This design comes from an exercise in tuning for small area, a short achievable clock period and few clock cycles per item on the open sky130 flow, not from production work. Only the layout flow was run in this run; the RTL was not checked for function there. Power and IR drop assume default switching activity.

File: flow/design.v
module systolic_array_nxn #(
    parameter int unsigned N      = 4,
    parameter int unsigned DATA_W = 8,
    parameter int unsigned K_MAX  = 16,
    parameter int unsigned ACC_W  = 20,
    localparam int unsigned KW    = $clog2(K_MAX + 1)
) (
    input  logic                   clk,
    input  logic                   rst,
    input  logic                   enable,
    input  logic                   start,
    input  logic [KW-1:0]          k_len,
    input  logic                   in_valid,
    input  logic [N*DATA_W-1:0]    a_col,
    input  logic [N*DATA_W-1:0]    b_row,
    input  logic                   out_ready,
    output logic                   busy,
    output logic                   in_ready,
    output logic                   out_valid,
    output logic [N*N*ACC_W-1:0]   c_flat,
    output logic                   ovf
);
    localparam logic [1:0] StIdle  = 2'd0;
    localparam logic [1:0] StFeed  = 2'd1;
    localparam logic [1:0] StFlush = 2'd2;
    localparam logic [1:0] StDone  = 2'd3;
    logic [1:0]        state_q, state_d;
    logic [KW-1:0]     rem_q, rem_d;
    logic              busy_q, rdy_q, out_valid_q, idle_q;
    logic [N*DATA_W-1:0] a_r, b_r;
    logic [ACC_W-1:0]    acc_q [N][N];
    logic accept;
    assign in_ready = rdy_q & enable;
    assign accept   = in_valid & in_ready;
    always_ff @(posedge clk or posedge rst) begin
        if (rst) a_r <= '0;
        else     a_r <= accept ? a_col : '0;
    end
    always_ff @(posedge clk) b_r <= b_row;
    for (genvar i = 0; i < N; i++) begin : g_row
        for (genvar j = 0; j < N; j++) begin : g_col
            logic [ACC_W-1:0] acc_in, acc_nx;
            assign acc_in = idle_q ? ACC_W'(0) : acc_q[i][j];
            mac_tree u_mac (
                .a (a_r[i*DATA_W +: DATA_W]),
                .b (b_r[j*DATA_W +: DATA_W]),
                .c (acc_in),
                .s (acc_nx)
            );
            always_ff @(posedge clk) acc_q[i][j] <= acc_nx;
        end
    end
    always_comb begin
        state_d = state_q;
        rem_d   = rem_q;
        case (state_q)
            StIdle: begin
                if (start) begin
                    rem_d   = k_len;
                    state_d = (k_len == '0) ? StDone : StFeed;
                end
            end
            StFeed: begin
                if (accept) begin
                    rem_d = rem_q - KW'(1);
                    if (rem_q == KW'(1)) state_d = StFlush;
                end
            end
            StFlush: state_d = StDone;
            StDone: begin
                if (out_ready) state_d = StIdle;
            end
            default: state_d = StIdle;
        endcase
    end
    always_ff @(posedge clk or posedge rst) begin
        if (rst) begin
            state_q     <= StIdle;
            rem_q       <= '0;
            busy_q      <= 1'b0;
            rdy_q       <= 1'b0;
            out_valid_q <= 1'b0;
            idle_q      <= 1'b1;
        end else if (enable) begin
            state_q     <= state_d;
            rem_q       <= rem_d;
            busy_q      <= (state_d != StIdle);
            rdy_q       <= (state_d == StFeed);
            out_valid_q <= (state_d == StDone);
            idle_q      <= (state_d == StIdle);
        end
    end
    always_comb begin
        for (int i = 0; i < N; i++) begin
            for (int j = 0; j < N; j++) begin
                c_flat[(i*N+j)*ACC_W +: ACC_W] = acc_q[i][j];
            end
        end
    end
    assign busy      = busy_q;
    assign out_valid = out_valid_q;
    assign ovf       = 1'b0;
endmodule
module mac_tree (
    input  logic [7:0] a,
    input  logic [7:0] b,
    input  logic [19:0] c,
    output logic [19:0] s
);
    logic n1, n2, n3, n4, n5, n6, n7, n8, n9, n10, n11, n12, n13, n14, n15, n16, n17, n18, n19, n20, n21, n22, n23, n24, n25, n26, n27, n28, n29, n30, n31, n32, n33, n34, n35, n36, n37, n38, n39, n40, n41, n42, n43, n44, n45, n46, n47, n48, n49, n50, n51, n52, n53, n54, n55, n56, n57, n58, n59, n60, n61, n62, n63, n64, n65, n66, n67, n68, n69, n70, n71, n72, n73, n74, n75, n76, n77, n78, n79, n80, n81, n82, n83, n84, n85, n86, n87, n88, n89, n90, n91, n92, n93, n94, n95, n96, n97, n98, n99, n100, n101, n102, n103, n104, n105, n106, n107, n108, n109, n110, n111, n112, n113, n114, n115, n116, n117, n118, n119, n120, n121, n122, n123, n124, n125, n126, n127, n128, n129, n130, n131, n132, n133, n134, n135, n136, n137, n138, n139, n140, n141, n142, n143, n144, n145, n146, n147, n148, n149, n150, n151, n152, n153, n154, n155, n156, n157, n158, n159, n160, n161, n162, n163, n164, n165, n166, n167, n168, n169, n170, n171, n172, n173, n174, n175, n176;
    assign n1 = a[0] & b[0];
    assign n2 = a[0] & b[1];
    assign n3 = a[0] & b[2];
    assign n4 = a[0] & b[3];
    assign n5 = a[0] & b[4];
    assign n6 = a[0] & b[5];
    assign n7 = a[0] & b[6];
    assign n8 = a[0] & b[7];
    assign n9 = a[1] & b[0];
    assign n10 = a[1] & b[1];
    assign n11 = a[1] & b[2];
    assign n12 = a[1] & b[3];
    assign n13 = a[1] & b[4];
    assign n14 = a[1] & b[5];
    assign n15 = a[1] & b[6];
    assign n16 = a[1] & b[7];
    assign n17 = a[2] & b[0];
    assign n18 = a[2] & b[1];
    assign n19 = a[2] & b[2];
    assign n20 = a[2] & b[3];
    assign n21 = a[2] & b[4];
    assign n22 = a[2] & b[5];
    assign n23 = a[2] & b[6];
    assign n24 = a[2] & b[7];
    assign n25 = a[3] & b[0];
    assign n26 = a[3] & b[1];
    assign n27 = a[3] & b[2];
    assign n28 = a[3] & b[3];
    assign n29 = a[3] & b[4];
    assign n30 = a[3] & b[5];
    assign n31 = a[3] & b[6];
    assign n32 = a[3] & b[7];
    assign n33 = a[4] & b[0];
    assign n34 = a[4] & b[1];
    assign n35 = a[4] & b[2];
    assign n36 = a[4] & b[3];
    assign n37 = a[4] & b[4];
    assign n38 = a[4] & b[5];
    assign n39 = a[4] & b[6];
    assign n40 = a[4] & b[7];
    assign n41 = a[5] & b[0];
    assign n42 = a[5] & b[1];
    assign n43 = a[5] & b[2];
    assign n44 = a[5] & b[3];
    assign n45 = a[5] & b[4];
    assign n46 = a[5] & b[5];
    assign n47 = a[5] & b[6];
    assign n48 = a[5] & b[7];
    assign n49 = a[6] & b[0];
    assign n50 = a[6] & b[1];
    assign n51 = a[6] & b[2];
    assign n52 = a[6] & b[3];
    assign n53 = a[6] & b[4];
    assign n54 = a[6] & b[5];
    assign n55 = a[6] & b[6];
    assign n56 = a[6] & b[7];
    assign n57 = a[7] & b[0];
    assign n58 = a[7] & b[1];
    assign n59 = a[7] & b[2];
    assign n60 = a[7] & b[3];
    assign n61 = a[7] & b[4];
    assign n62 = a[7] & b[5];
    assign n63 = a[7] & b[6];
    assign n64 = a[7] & b[7];
    assign n65 = c[5] ^ n13;
    assign n66 = c[5] & n13;
    assign n67 = c[6] ^ n14 ^ n21;
    assign n68 = (c[6] & n14) | (c[6] & n21) | (n14 & n21);
    assign n69 = n28 ^ n35;
    assign n70 = n28 & n35;
    assign n71 = c[7] ^ n15 ^ n22;
    assign n72 = (c[7] & n15) | (c[7] & n22) | (n15 & n22);
    assign n73 = n29 ^ n36 ^ n43;
    assign n74 = (n29 & n36) | (n29 & n43) | (n36 & n43);
    assign n75 = n50 ^ n57;
    assign n76 = n50 & n57;
    assign n77 = c[8] ^ n16 ^ n23;
    assign n78 = (c[8] & n16) | (c[8] & n23) | (n16 & n23);
    assign n79 = n30 ^ n37 ^ n44;
    assign n80 = (n30 & n37) | (n30 & n44) | (n37 & n44);
    assign n81 = n51 ^ n58;
    assign n82 = n51 & n58;
    assign n83 = c[9] ^ n24 ^ n31;
    assign n84 = (c[9] & n24) | (c[9] & n31) | (n24 & n31);
    assign n85 = n38 ^ n45 ^ n52;
    assign n86 = (n38 & n45) | (n38 & n52) | (n45 & n52);
    assign n87 = c[10] ^ n32 ^ n39;
    assign n88 = (c[10] & n32) | (c[10] & n39) | (n32 & n39);
    assign n89 = c[3] ^ n11;
    assign n90 = c[3] & n11;
    assign n91 = c[4] ^ n12 ^ n19;
    assign n92 = (c[4] & n12) | (c[4] & n19) | (n12 & n19);
    assign n93 = n26 ^ n33;
    assign n94 = n26 & n33;
    assign n95 = n20 ^ n27 ^ n34;
    assign n96 = (n20 & n27) | (n20 & n34) | (n27 & n34);
    assign n97 = n41 ^ n6 ^ n65;
    assign n98 = (n41 & n6) | (n41 & n65) | (n6 & n65);
    assign n99 = n42 ^ n49 ^ n7;
    assign n100 = (n42 & n49) | (n42 & n7) | (n49 & n7);
    assign n101 = n66 ^ n69 ^ n67;
    assign n102 = (n66 & n69) | (n66 & n67) | (n69 & n67);
    assign n103 = n8 ^ n70 ^ n75;
    assign n104 = (n8 & n70) | (n8 & n75) | (n70 & n75);
    assign n105 = n68 ^ n71 ^ n73;
    assign n106 = (n68 & n71) | (n68 & n73) | (n71 & n73);
    assign n107 = n76 ^ n81 ^ n72;
    assign n108 = (n76 & n81) | (n76 & n72) | (n81 & n72);
    assign n109 = n74 ^ n77 ^ n79;
    assign n110 = (n74 & n77) | (n74 & n79) | (n77 & n79);
    assign n111 = n59 ^ n82 ^ n78;
    assign n112 = (n59 & n82) | (n59 & n78) | (n82 & n78);
    assign n113 = n80 ^ n83 ^ n85;
    assign n114 = (n80 & n83) | (n80 & n85) | (n83 & n85);
    assign n115 = n46 ^ n53 ^ n60;
    assign n116 = (n46 & n53) | (n46 & n60) | (n53 & n60);
    assign n117 = n84 ^ n86 ^ n87;
    assign n118 = (n84 & n86) | (n84 & n87) | (n86 & n87);
    assign n119 = c[11] ^ n40 ^ n47;
    assign n120 = (c[11] & n40) | (c[11] & n47) | (n40 & n47);
    assign n121 = n54 ^ n61 ^ n88;
    assign n122 = (n54 & n61) | (n54 & n88) | (n61 & n88);
    assign n123 = c[12] ^ n48 ^ n55;
    assign n124 = (c[12] & n48) | (c[12] & n55) | (n48 & n55);
    assign n125 = c[2] ^ n10;
    assign n126 = c[2] & n10;
    assign n127 = n18 ^ n25 ^ n4;
    assign n128 = (n18 & n25) | (n18 & n4) | (n25 & n4);
    assign n129 = n5 ^ n90 ^ n93;
    assign n130 = (n5 & n90) | (n5 & n93) | (n90 & n93);
    assign n131 = n94 ^ n92 ^ n95;
    assign n132 = (n94 & n92) | (n94 & n95) | (n92 & n95);
    assign n133 = n96 ^ n99 ^ n98;
    assign n134 = (n96 & n99) | (n96 & n98) | (n99 & n98);
    assign n135 = n100 ^ n103 ^ n102;
    assign n136 = (n100 & n103) | (n100 & n102) | (n103 & n102);
    assign n137 = n104 ^ n106 ^ n107;
    assign n138 = (n104 & n106) | (n104 & n107) | (n106 & n107);
    assign n139 = n108 ^ n110 ^ n111;
    assign n140 = (n108 & n110) | (n108 & n111) | (n110 & n111);
    assign n141 = n115 ^ n112 ^ n114;
    assign n142 = (n115 & n112) | (n115 & n114) | (n112 & n114);
    assign n143 = n116 ^ n119 ^ n118;
    assign n144 = (n116 & n119) | (n116 & n118) | (n119 & n118);
    assign n145 = n62 ^ n120 ^ n123;
    assign n146 = (n62 & n120) | (n62 & n123) | (n120 & n123);
    assign n147 = c[13] ^ n56 ^ n63;
    assign n148 = (c[13] & n56) | (c[13] & n63) | (n56 & n63);
    assign n149 = c[1] ^ n2;
    assign n150 = c[1] & n2;
    assign n151 = n17 ^ n3 ^ n125;
    assign n152 = (n17 & n3) | (n17 & n125) | (n3 & n125);
    assign n153 = n126 ^ n89 ^ n127;
    assign n154 = (n126 & n89) | (n126 & n127) | (n89 & n127);
    assign n155 = n128 ^ n91 ^ n129;
    assign n156 = (n128 & n91) | (n128 & n129) | (n91 & n129);
    assign n157 = n130 ^ n97 ^ n131;
    assign n158 = (n130 & n97) | (n130 & n131) | (n97 & n131);
    assign n159 = n132 ^ n101 ^ n133;
    assign n160 = (n132 & n101) | (n132 & n133) | (n101 & n133);
    assign n161 = n105 ^ n134 ^ n135;
    assign n162 = (n105 & n134) | (n105 & n135) | (n134 & n135);
    assign n163 = n109 ^ n136 ^ n137;
    assign n164 = (n109 & n136) | (n109 & n137) | (n136 & n137);
    assign n165 = n113 ^ n138 ^ n139;
    assign n166 = (n113 & n138) | (n113 & n139) | (n138 & n139);
    assign n167 = n117 ^ n140 ^ n141;
    assign n168 = (n117 & n140) | (n117 & n141) | (n140 & n141);
    assign n169 = n121 ^ n142 ^ n143;
    assign n170 = (n121 & n142) | (n121 & n143) | (n142 & n143);
    assign n171 = n122 ^ n145 ^ n144;
    assign n172 = (n122 & n145) | (n122 & n144) | (n145 & n144);
    assign n173 = n124 ^ n147 ^ n146;
    assign n174 = (n124 & n147) | (n124 & n146) | (n147 & n146);
    assign n175 = c[14] ^ n64 ^ n148;
    assign n176 = (c[14] & n64) | (c[14] & n148) | (n64 & n148);
    assign s = {c[19], c[18], c[17], c[16], c[15], n175, n173, n171, n168, n166, n164, n162, n160, n158, n156, n154, n152, n150, n9, c[0]} + {1'b0, 1'b0, 1'b0, 1'b0, n176, n174, n172, n170, n169, n167, n165, n163, n161, n159, n157, n155, n153, n151, n149, n1};
endmodule
File: flow/run.sh
#!/bin/bash
# synth_recipe.tcl (not shown) runs the flow's synth.tcl, then flattens the netlist and writes it again
# the make line also repeats each setting of config.mk as NAME=value (left out here)
make -C /OpenROAD-flow-scripts/flow DESIGN_CONFIG=/design/flow/config.mk WORK_HOME=/design/flow/orfs CLKGATE_MAP_FILE= SYNTH_SCRIPT=/design/flow/synth_recipe.tcl finish
File: flow/config.mk
export PLATFORM = sky130hd
export DESIGN_NAME = systolic_array_nxn
export DESIGN_NICKNAME = systolic_array_nxn
export VERILOG_FILES = /design/flow/design.v
export SDC_FILE = /design/flow/constraint.sdc
export NUM_CORES = 4
export LEC_CHECK = 0
export CAP_MARGIN = 20
export CORE_MARGIN = 2
export CORE_UTILIZATION = 40
export SLEW_MARGIN = 20
File: flow/constraint.sdc
create_clock -name core_clock -period 6.0 [get_ports {clk}]
set_input_delay 1.2000 -clock core_clock [delete_from_list [all_inputs] [get_ports {clk}]]
set_output_delay 1.2000 -clock core_clock [all_outputs]
set_load 0.01 [all_outputs]
==> flow_metrics.env <==
export IMPL_tightest_slew_ns=1.11
export IMPL_hpwl_um=112000
export IMPL_cts_sinks=395
export IMPL_net_switching_power_mw=6.16
export IMPL_grt_pass1_vias=39298
export IMPL_ant_nets=0
export IMPL_p_clk_share_pct=24.1
export IMPL_numCtsBuffers=55
export IMPL_io_pins=399
export IMPL_synthFlopType="dfxtp_1"
export IMPL_synth_top_area_share_pct=31.4
export IMPL_fin_skew_ns=0.0242
export IMPL_cts_root_buf="clkbuf_16"
export IMPL_intPower_mw=8.96
export IMPL_status="complete, no violations"
export IMPL_yosys_top_cells_count="1019 x inv_1, 817 x and2_1, 784 x fa_1, 413 x nand2_1, 386 x ha_1"
export IMPL_synth_most_common_cell="inv_1"
export IMPL_portBuffers=397
export IMPL_synth_nets=6823
export IMPL_grt_max_degree=46
export IMPL_dieArea_mm2=0.128
export IMPL_grt_pass1_wl_um=224000
export IMPL_clock_latency_ns=0.66
export IMPL_via_per_inst=4.92
export IMPL_avgSynthCellArea_um2=8.96
export IMPL_p_seq_share_pct=27.3
export IMPL_slew_violations=0
export IMPL_placed_area_mm2=0.0561
export IMPL_critPathRequiredTime_ns=6.55
export IMPL_drt_first_pass_iters=5
export IMPL_cts_tree="yes"
export IMPL_core_rowCount=129
export IMPL_totalPowerFinal_mw=15.1
export IMPL_avgRoutedWirePerCell_um=18.8
export IMPL_combPwrFrac_pct=48.6
export IMPL_drv_cap=0
export IMPL_grt_antenna_before_repair=10
export IMPL_netSwitchingFraction_pct=40.7
export IMPL_rsz0062_at_grt="no"
export IMPL_synth_edf_count=0
export IMPL_min_path_type="reg2reg"
export IMPL_drive_gt1_share_pct=4.49
export IMPL_fill_cells=11903
export IMPL_powerDensity_mw_per_mm2=260
export IMPL_synth_warning_count=2
export IMPL_crit_type="reg2reg"
export IMPL_hold_violations=0
export IMPL_arrival_ns=5.93
export IMPL_syn_area_mm2=0.0500
export IMPL_path_clk_slew_ns=0.06
export IMPL_core_area_mm2=0.124
export IMPL_post_cts_resized=0
export IMPL_netlist_cell_type_count=82
export IMPL_grt_ovfl_total=0
export IMPL_ys_seq_elements=395
export IMPL_yosys_area_top_type="fa_1"
export IMPL_fmax_mhz=186
export IMPL_irDropWorstVdd_mv=0.220
export IMPL_grt_use_total_pct=22.6
export IMPL_ys_seq_area_share_pct=16.3
export IMPL_drc=0
export IMPL_clock_path_buffers=3
export IMPL_fin_crit_ns=5.38
export IMPL_dp_cells=7478
export IMPL_async_flop_share_pct=10.9
export IMPL_wirelength_um=143000
export IMPL_gp_congestion=0.883
export IMPL_area_growth_pct=16.2
export IMPL_setup_viol=0
export IMPL_initial_utilization_pct=40.4
export IMPL_end_kind="register"
export IMPL_max_slew_margin_pct=26.2
export IMPL_cts_setup_buffers=0
export IMPL_dieWidth_um=357
export IMPL_p_leak_nw=28.1
export IMPL_via_count=37354
export IMPL_final_cells=7585
export IMPL_yosys_top_cells_area="fa_1 31%, dfxtp_1 14%, and2_1 10%"
export IMPL_postCtsHoldBufs=0
export IMPL_setup_tns_ns=0
export IMPL_synthCells=5578
export IMPL_drt_initial_drc_count=1824
export IMPL_htreeDepth=2
export IMPL_final_area_mm2=0.0580
export IMPL_timing_final_crit_share_pct=89.7
export IMPL_die_h_um=357
export IMPL_fin_nets=7143
export IMPL_cp_start_kind="register"
export IMPL_critPathMaxFanout=26
state kept, by name, summed over array words and instances (netlist names):
register / flops
acc_q: 320
busy_q: 1
rem_q: 5
idle_q: 1
rdy_q: 1
state_q: 2
b_r: 32
a_r: 32
out_valid_q: 1
path summary, 6_finish.rpt:
path / depth (start not counted) / endpoint / slack (ns) / from
min in group asynchronous: 3 / a_r[16] / 1.11 / rst
hold / removal: 2 / acc_q[9][19] / 0.49 / acc_q[9][19]
max in group asynchronous: 3 / a_r[1] / 4.27 / rst
setup / recovery: 17 / acc_q[10][19] / 0.62 / a_r[18]
hold reg to reg: 2 / acc_q[9][19] / 0.49 / acc_q[9][19]
setup reg to reg: 17 / acc_q[10][19] / 0.62 / a_r[18]
power groups by stage:
stage	logic (mW)	clock network, mW	registers, mW
global route	8.27	3.84	4.21
global placement	7.25	0	4.22
floorplan	4.45	0	3.99
detailed placement	7.35	0	4.19
CTS	7.41	3.75	4.16
finish	7.35	3.64	4.13
placed cells by master, fill, tap and decap left out, types with 11 or more instances in the layout:
cell type and n:
xor2_1 94, clkbuf_16 58, o21ai_1 19, o21a_1 23, nor2_1 148, xnor2_1 163, nand3_1 55, and3_1 18
nor3_1 18, clkdlybuf4s50_1 397, a21oi_1 204, a21o_1 143, o21bai_1 34, nor2b_1 250, ha_1 386, clkbuf_8 14
inv_1 1017, buf_4 117, nand2b_1 22, nand4_1 26, dfxtp_1 344, a211oi_1 16, o21ai_0 98, fa_1 784
dfrtp_1 41, and2_1 817, a31oi_1 18, clkinv_2 11, nand2_1 413
stage by stage:
step / hold slack (ns) / utilization, % / setup slack, ns
2_1_floorplan: 0.499 / - / 0.731
3_5_place_dp: 0.485 / 45.3 / 0.629
6_report: 0.490 / 46.9 / 0.615
3_3_place_gp: 0.475 / 45.3 / 0.747
5_1_grt: 0.522 / 46.9 / 0.322
4_1_cts: 0.496 / 46.9 / 0.616
metal layers:
metal  wire length (um)  share of wire (%)  vias up  GRT usage [%]
met5                 47              0.033        -              0
met4               4180                2.9        8           6.18
met3               9780                6.9      164           5.15
met2              64900                 46      800           36.2
met1              63700                 45    18650           30.7
li1                   -                  -    17732              -
worst max-delay path, stage by stage (launching register included):
cell,delay (ns)
dfrtp_1,0.77
buf_4,0.36
and2_1,0.18
fa_1,0.53
inv_1,0.05
fa_1,0.41
fa_1,0.52
fa_1,0.55
inv_1,0.04
ha_1,0.36
a21o_1,0.19
a211oi_1,0.23
o221ai_1,0.17
o211ai_1,0.29
a21boi_0,0.17
o2111ai_1,0.23
xor2_1,0.17
nor2_1,0.05
kinds of logic (layout without fill, tap and decap cells):
group	count (synthesis)	after routing	synth area share (%)
other cells	1	5	0.00750
flops	395	395	16.3
simple gates	1804	1804	19.7
xor+xnor	257	257	4.50
buf+inv	1278	1644	9.62
mux	9	9	0.198
fa+ha+maj	1170	1170	41.1
compound gates	664	664	8.66
area by class of cell:
cell class                      count  area (um^2)  share of cell area [%]
Antenna cell                        4         10.0                  0.0172
Tap cell                         1637         2050                    3.53
Sequential cell                   395         8140                    14.0
Multi-Input combinational cell   3905        37000                    63.8
Inverter                         1019         3830                    6.59
Timing Repair Buffer              522         5010                    8.63
Clock inverter                     21          288                   0.496
Clock buffer                       82         1680                    2.90

==> static timing again, ports no longer ideal <==
The results above use ideal ports. As a check the final layout listed here was re-extracted and re-timed, cells and wires unchanged.
Step 1 sets driving cells, clkbuf_16 on the clock port and buf_2 on the other inputs (assumed; they add their load-dependent delay and slew).
Step 2 moves the port delays by t, midway between the first and last clock arrival at a register: inputs arrive t later, outputs are due t later. That takes back most of the time a late clock gives input paths.
Three values: ideal ports, drivers, drivers and shift; two values: the first two.
t (ns): 0.728
slack for setup (ns): 0.615 / 0.615 / 0.615
worst hold slack (ns): 0.490 / 0.490 / 0.490
worst setup path after step 2: register to register
latest minus earliest clock arrival (ns): 0.030 / 0.030
After both steps setup and hold are still met in this run. For this run, drivers alone change the setup slack by 0.000 ns; drivers and shift together by 0.000 ns.
